What follows belongs to an exercise in optimizing a design on an open flow for small area, a short achievable clock period and few clock cycles per item; a production flow would make more cautious choices.
In this exercise RTL edits were held to simulation tests only and were not proved equivalent to the original.

// butterfly2_pipe
module butterfly2_pipe #(
    parameter int N = 16,
    parameter int Q = 14
) (
    input  logic                clk,
    input  logic                rst,
    input  logic                in_valid,
    output logic                in_ready,
    input  logic                in_inv,
    input  logic                in_scale,
    input  logic signed [N-1:0] in0_r,
    input  logic signed [N-1:0] in0_i,
    input  logic signed [N-1:0] in1_r,
    input  logic signed [N-1:0] in1_i,
    input  logic signed [N-1:0] twiddle_r,
    input  logic signed [N-1:0] twiddle_i,
    output logic                out_valid,
    input  logic                out_ready,
    output logic signed [N-1:0] out0_r,
    output logic signed [N-1:0] out0_i,
    output logic signed [N-1:0] out1_r,
    output logic signed [N-1:0] out1_i,
    output logic                ovf,
    input  logic                ovf_clr
);
    localparam int L  = 12;
    localparam int H  = 21;
    localparam int LC = 7;
    logic                w_en;
    logic                r_v1, r_v2, r_v3;
    logic [7:0]          w_one_r, w_two_r, w_neg_r;
    logic [7:0]          w_one_i, w_two_i, w_negi_re, w_negi_im;
    for (genvar k = 0; k < 8; k++) begin : g_booth
        logic hr, mr, lr, hi, mi, li;
        assign hr = twiddle_r[2*k+1];
        assign mr = twiddle_r[2*k];
        assign hi = twiddle_i[2*k+1];
        assign mi = twiddle_i[2*k];
  ...
For scale: roughly 3,600 cells after synthesis, roughly 360 flip-flops, ~170 I/O pins.
Settings: LEC_CHECK=0, CAP_MARGIN=20, CORE_MARGIN=2, CORE_UTILIZATION=40, SETUP_SLACK_MARGIN=4.75, SLEW_MARGIN=20; clock period 9.0 ns.
standard.sh (not shown) runs the stock make flow with config.mk's settings and CLKGATE_MAP_FILE= SYNTH_SCRIPT=/design/flow/synth_recipe.tcl, a recipe that flattens the netlist after the stock synthesis.
==> flow/flow/run.sh <==
#!/bin/bash
set -e
export BUFFER_PORTS_ARGS="-buffer_cell sky130_fd_sc_hd__buf_2"
bash standard.sh > standard.log 2>&1
Testbench counts at the start, summed over its fixed seeds: cycles 24,024, items 24,000.
Change:
==> flow/run.sh (new file) <==
#!/bin/bash
# synth_recipe.tcl (not shown) runs the flow's synth.tcl, then flattens the netlist and writes it again
# the make line also repeats each setting of config.mk as NAME=value (left out here)
make -C /OpenROAD-flow-scripts/flow DESIGN_CONFIG=/design/flow/config.mk WORK_HOME=/design/flow/orfs CLKGATE_MAP_FILE= SYNTH_SCRIPT=/design/flow/synth_recipe.tcl finish
- CTS_BUF_LIST: not set -> sky130_fd_sc_hd__clkbuf_4 sky130_fd_sc_hd__clkbuf_8
removed: flow/flow/run.sh
removed: flow/standard.sh
After rerunning: Cell count goes up by 1.3%. Wire length falls by 3.6%. Global-route usage decreases by 0.78 points. Critical path depth fell by 13. Hold slack is better by 0.0084 ns.
Change:
- CTS_BUF_LIST: sky130_fd_sc_hd__clkbuf_4 sky130_fd_sc_hd__clkbuf_8 -> not set
- SETUP_SLACK_MARGIN: 4.75 -> 5
After rerunning: The changed run passed the timing, DRC and antenna checks; non-clock buffer count increases by 100; global-route usage increases by 1.5 points; final cell count increases by about 1.1%; hold slack got worse by 0.018 ns; clock skew decreases by 0.036 ns; sequential share of layout area decreases by 1.4 points; worst setup slack improved by 0.13 ns; wire length increases by about 11%.
Change:
- SETUP_SLACK_MARGIN: 5 -> 4.75
Result: Design area is lower by a few percent. Via count is lower by a few percent. Clock skew stays flat. Final cell count goes down slightly. Hold slack improves by 0.011 ns. Wire length goes down by roughly a tenth. Die area stays the same.

Another version of the RTL of butterfly2_pipe (not shown whole).
Size: about 3500 cells after synthesis, ~350 flip-flops, roughly 170 I/O pins, about 39000 sq um of cells after synthesis.
==> flow/config.mk <==
export PLATFORM = sky130hd
export DESIGN_NAME = butterfly2_pipe
export DESIGN_NICKNAME = butterfly2_pipe
export VERILOG_FILES = /design/flow/design.v
export SDC_FILE = /design/flow/constraint.sdc
export NUM_CORES = 4
export LEC_CHECK = 0
export CAP_MARGIN = 20
export CORE_MARGIN = 2
export CORE_UTILIZATION = 40
export SLEW_MARGIN = 20
==> flow/constraint.sdc <==
create_clock -name core_clock -period 9.0 [get_ports {clk}]
set_input_delay 1.8000 -clock core_clock [delete_from_list [all_inputs] [get_ports {clk}]]
set_output_delay 1.8000 -clock core_clock [all_outputs]
set_load 0.01 [all_outputs]
==> flow/flow/run.sh <==
#!/bin/bash
# The standard layout (standard.sh: ORFS with the standard flow's config, constraints
# and scripts), with two changes after synthesis:
#  - the buffers ORFS puts on every input and output port are buf_2 cells
#    instead of the default clkdlybuf4s50_1 delay cells;
#  - timing repair aims at 4.9 ns of setup slack at the fixed 9 ns period
#    (a 4.1 ns path delay).
# Synthesis is the standard one, run on its own first.
set -euo pipefail
export BUFFER_PORTS_ARGS="-buffer_cell sky130_fd_sc_hd__buf_2"
bash standard.sh synth > synth.log 2>&1
bash standard.sh finish SETUP_SLACK_MARGIN=4.9 > layout.log 2>&1
The baseline passed the timing, DRC and antenna checks.
Testbench counts at the start, summed over its fixed seeds: cycles 24,024, items 24,000.
Then changed:
--- a/flow/flow/run.sh
+++ b/flow/flow/run.sh
@@ -6,2 +6,2 @@
-#  - timing repair aims at 4.9 ns of setup slack at the fixed 9 ns period
-#    (a 4.1 ns path delay).
+#  - timing repair aims at 4.8 ns of setup slack at the fixed 9 ns period
+#    (a 4.2 ns path delay).
@@ -12 +12 @@
-bash standard.sh finish SETUP_SLACK_MARGIN=4.9 > layout.log 2>&1
+bash standard.sh finish SETUP_SLACK_MARGIN=4.8 > layout.log 2>&1
=> Final cell count decreases by 0.59%; synthesized area does not change; utilization decreases by 0.82 points; flip-flop and latch count stays the same; wire length decreases by 0.72%; design area decreases by 1.8%; worst setup slack is worse by 0.11 ns; via count decreases by 0.97%.
Then changed:
--- a/flow/flow/run.sh
+++ b/flow/flow/run.sh
@@ -6,2 +6,2 @@
-#  - timing repair aims at 4.8 ns of setup slack at the fixed 9 ns period
-#    (a 4.2 ns path delay).
+#  - timing repair aims at 4.9 ns of setup slack at the fixed 9 ns period
+#    (a 4.1 ns path delay).
@@ -12 +12 @@
-bash standard.sh finish SETUP_SLACK_MARGIN=4.8 > layout.log 2>&1
+bash standard.sh finish SETUP_SLACK_MARGIN=4.9 > layout.log 2>&1
- CTS_CLUSTER_DIAMETER: not set -> 80
- CTS_CLUSTER_SIZE: not set -> 30
The changed run went through all stages and came out clean.
Final area is about the same.
Via count went up by 0.35%.
Setup slack is better by 0.10 ns.

## build 91
butterfly2_pipe, a different RTL version from the one above (not shown whole).
For scale: ~3,600 cells after synthesis, about 350 flip-flops, about 170 I/O pins, about 39,000 sq um of cells after synthesis.
Settings: LEC_CHECK=0, CAP_MARGIN=20, CORE_MARGIN=2, CORE_UTILIZATION=40, SLEW_MARGIN=20; clock period 9.0 ns.
==> flow/flow/run.sh <==
#!/bin/bash
# The standard layout (standard.sh: ORFS with the standard flow's config, constraints
# and scripts), with two changes after synthesis:
#  - the buffers ORFS puts on every input and output port are buf_2 cells
#    instead of the default clkdlybuf4s50_1 delay cells;
#  - timing repair aims at 4.6 ns of setup slack at the fixed 9 ns period
#    (a 4.4 ns path delay).
# Synthesis is the standard one, run on its own first.
set -euo pipefail
export BUFFER_PORTS_ARGS="-buffer_cell sky130_fd_sc_hd__buf_2"
bash standard.sh synth > synth.log 2>&1
bash standard.sh finish SETUP_SLACK_MARGIN=4.6 > layout.log 2>&1
Build 91 finished all stages; the layout is clean.
Testbench counts of build 91, summed over its fixed seeds: cycles 24,024, items 24,000.
Modified inputs, build 39 compared to build 91
==> flow/flow/run.sh <==
#!/bin/bash
# The standard layout (standard.sh: ORFS with the standard flow's config, constraints
# and scripts), with two changes after synthesis:
#  - the buffers ORFS puts on every input and output port are buf_2 cells
#    instead of the default clkdlybuf4s50_1 delay cells;
#  - timing repair aims at 4.8 ns of setup slack at the fixed 9 ns period
#    (a 4.2 ns path delay).
# Synthesis is the standard one, run on its own first.
set -euo pipefail
export BUFFER_PORTS_ARGS="-buffer_cell sky130_fd_sc_hd__buf_2"
bash standard.sh synth > synth.log 2>&1
bash standard.sh finish SETUP_SLACK_MARGIN=4.8 > layout.log 2>&1
Findings:
NOTE first-iteration DRC count build 91->build 39 decreased by a few percent. Post-layout minimum cycle time (build 39 over build 91): decrease, 0.12 ns. Compared to build 91, build 39 has area of all placed cells without fillers about 1.5% higher.

Another version of the RTL of butterfly2_pipe (not shown whole).
Size in the first run: ~170 I/O pins.
clock: 9.0 ns
lec_check: 0
cap_margin: 20
core_margin: 2
core_utilization: 40
cts_cluster_diameter: 80
cts_cluster_size: 30
slew_margin: 20
==> flow/flow/run.sh <==
#!/bin/bash
# The standard layout (standard.sh: ORFS with the standard flow's config, constraints
# and scripts), with two changes after synthesis:
#  - the buffers ORFS puts on every input and output port are buf_2 cells
#    instead of the default clkdlybuf4s50_1 delay cells;
#  - timing repair aims at 5.15 ns of setup slack at the fixed 9 ns period
#    (a 3.85 ns path delay).
# Synthesis is the standard one, run on its own first.
set -euo pipefail
export BUFFER_PORTS_ARGS="-buffer_cell sky130_fd_sc_hd__buf_2"
bash standard.sh synth > synth.log 2>&1
bash standard.sh finish SETUP_SLACK_MARGIN=5.15 > layout.log 2>&1
Testbench counts at the start, summed over its fixed seeds: cycles 24,024, items 24,000.
Change:
==> flow/flow/run.sh (replaced) <==
#!/bin/bash
# The standard layout (standard.sh: ORFS with the standard flow's config, constraints
# and scripts), with two changes after synthesis:
#  - the buffers ORFS puts on every input and output port are buf_2 cells
#    instead of the default clkdlybuf4s50_1 delay cells;
#  - timing repair aims at 5.0 ns of setup slack at the fixed 9 ns period
#    (a 4.0 ns path delay).
# Synthesis is the standard one, run on its own first.
set -euo pipefail
export BUFFER_PORTS_ARGS="-buffer_cell sky130_fd_sc_hd__buf_2"
bash standard.sh synth > synth.log 2>&1
bash standard.sh finish SETUP_SLACK_MARGIN=5.0 > layout.log 2>&1
The new run finished with timing, DRC and antenna clean.
Hold slack improves by 0.014 ns.
Clock-buffer cell count does not change.
Final area falls by 5.9%.
Fmax is about the same.
Change:
Settings changed: CTS_CLUSTER_DIAMETER 80 to default, CTS_CLUSTER_SIZE 30 to default.
Routed wire length rose by 1.1%.
Utilization rose by 0.34 points.
Worst setup slack is worse by 0.015 ns.
Design area rose by about 0.8%.
Hold slack is worse by 0.013 ns.
Change:
Settings changed: CORE_UTILIZATION 40 to 45, CTS_CLUSTER_DIAMETER from default to 80, CTS_CLUSTER_SIZE from default to 30.
The new run produced a clean layout. Design area stays flat. Fmax falls by 1.7%. Wire length decreases by 0.35%. Count of clock-buffer cells in the layout shrinks by 25. Synthesized area is unchanged. Global-route usage increases by 2.8 points. Die area goes down by 11%. Cell count fell by 2.7%. Worst hold slack gets better by 0.025 ns.

port drivers added, routing unchanged:
The results above use ideal ports. As a check the final layouts listed here were re-extracted and re-timed, cells and wires unchanged.
Step 1: set_driving_cell puts a clkbuf_16 on clk and a buf_2 on each other input, an assumption about the parent block.
Step 2 adds t to the input delays and takes it off the output delays; t is the mean of the earliest and latest rising clock arrival at the registers after step 1. Input paths then give back, and output paths get back, about the clock's delay inside the block.
Slacks: ideal / step 1 / step 2; pairs: ideal / step 1.
run	t (ns)	setup slack, ns	worst setup path after step 2	worst data-port slew with drivers (ns)
the first run of note 1	0.703	4.842 / 4.842 / 4.708	input to register	0.06
the second run of note 1	0.769	4.796 / 4.752 / 4.262	input to register	0.07
the third run of note 1	0.690	4.924 / 4.924 / 4.800	input to register	0.07
the fourth run of note 1	0.679	4.849 / 4.788 / 4.379	input to register	0.07
the first run of note 2	0.680	4.864 / 4.794 / 4.406	input to register	0.10
the second run of note 2	0.679	4.757 / 4.725 / 4.446	input to register	0.05
the third run of note 2	0.701	4.857 / 4.823 / 4.432	input to register	0.08
build 91	0.660	4.695 / 4.695 / 4.404	input to register	0.07
build 39	0.653	4.817 / 4.817 / 4.562	input to register	0.08
the first run of note 4	0.700	4.973 / 4.919 / 4.586	input to register	0.07
the second run of note 4	0.700	4.975 / 4.910 / 4.922	input to register	0.08
the third run of note 4	0.659	4.960 / 4.889 / 4.934	input to register	0.08
the fourth run of note 4	0.687	4.890 / 4.822 / 4.944	input to output	0.06
After both steps every run listed still meets setup and hold. For the second run of note 1, which loses most, drivers alone change the setup slack by -0.044 ns; drivers and shift together by -0.534 ns.
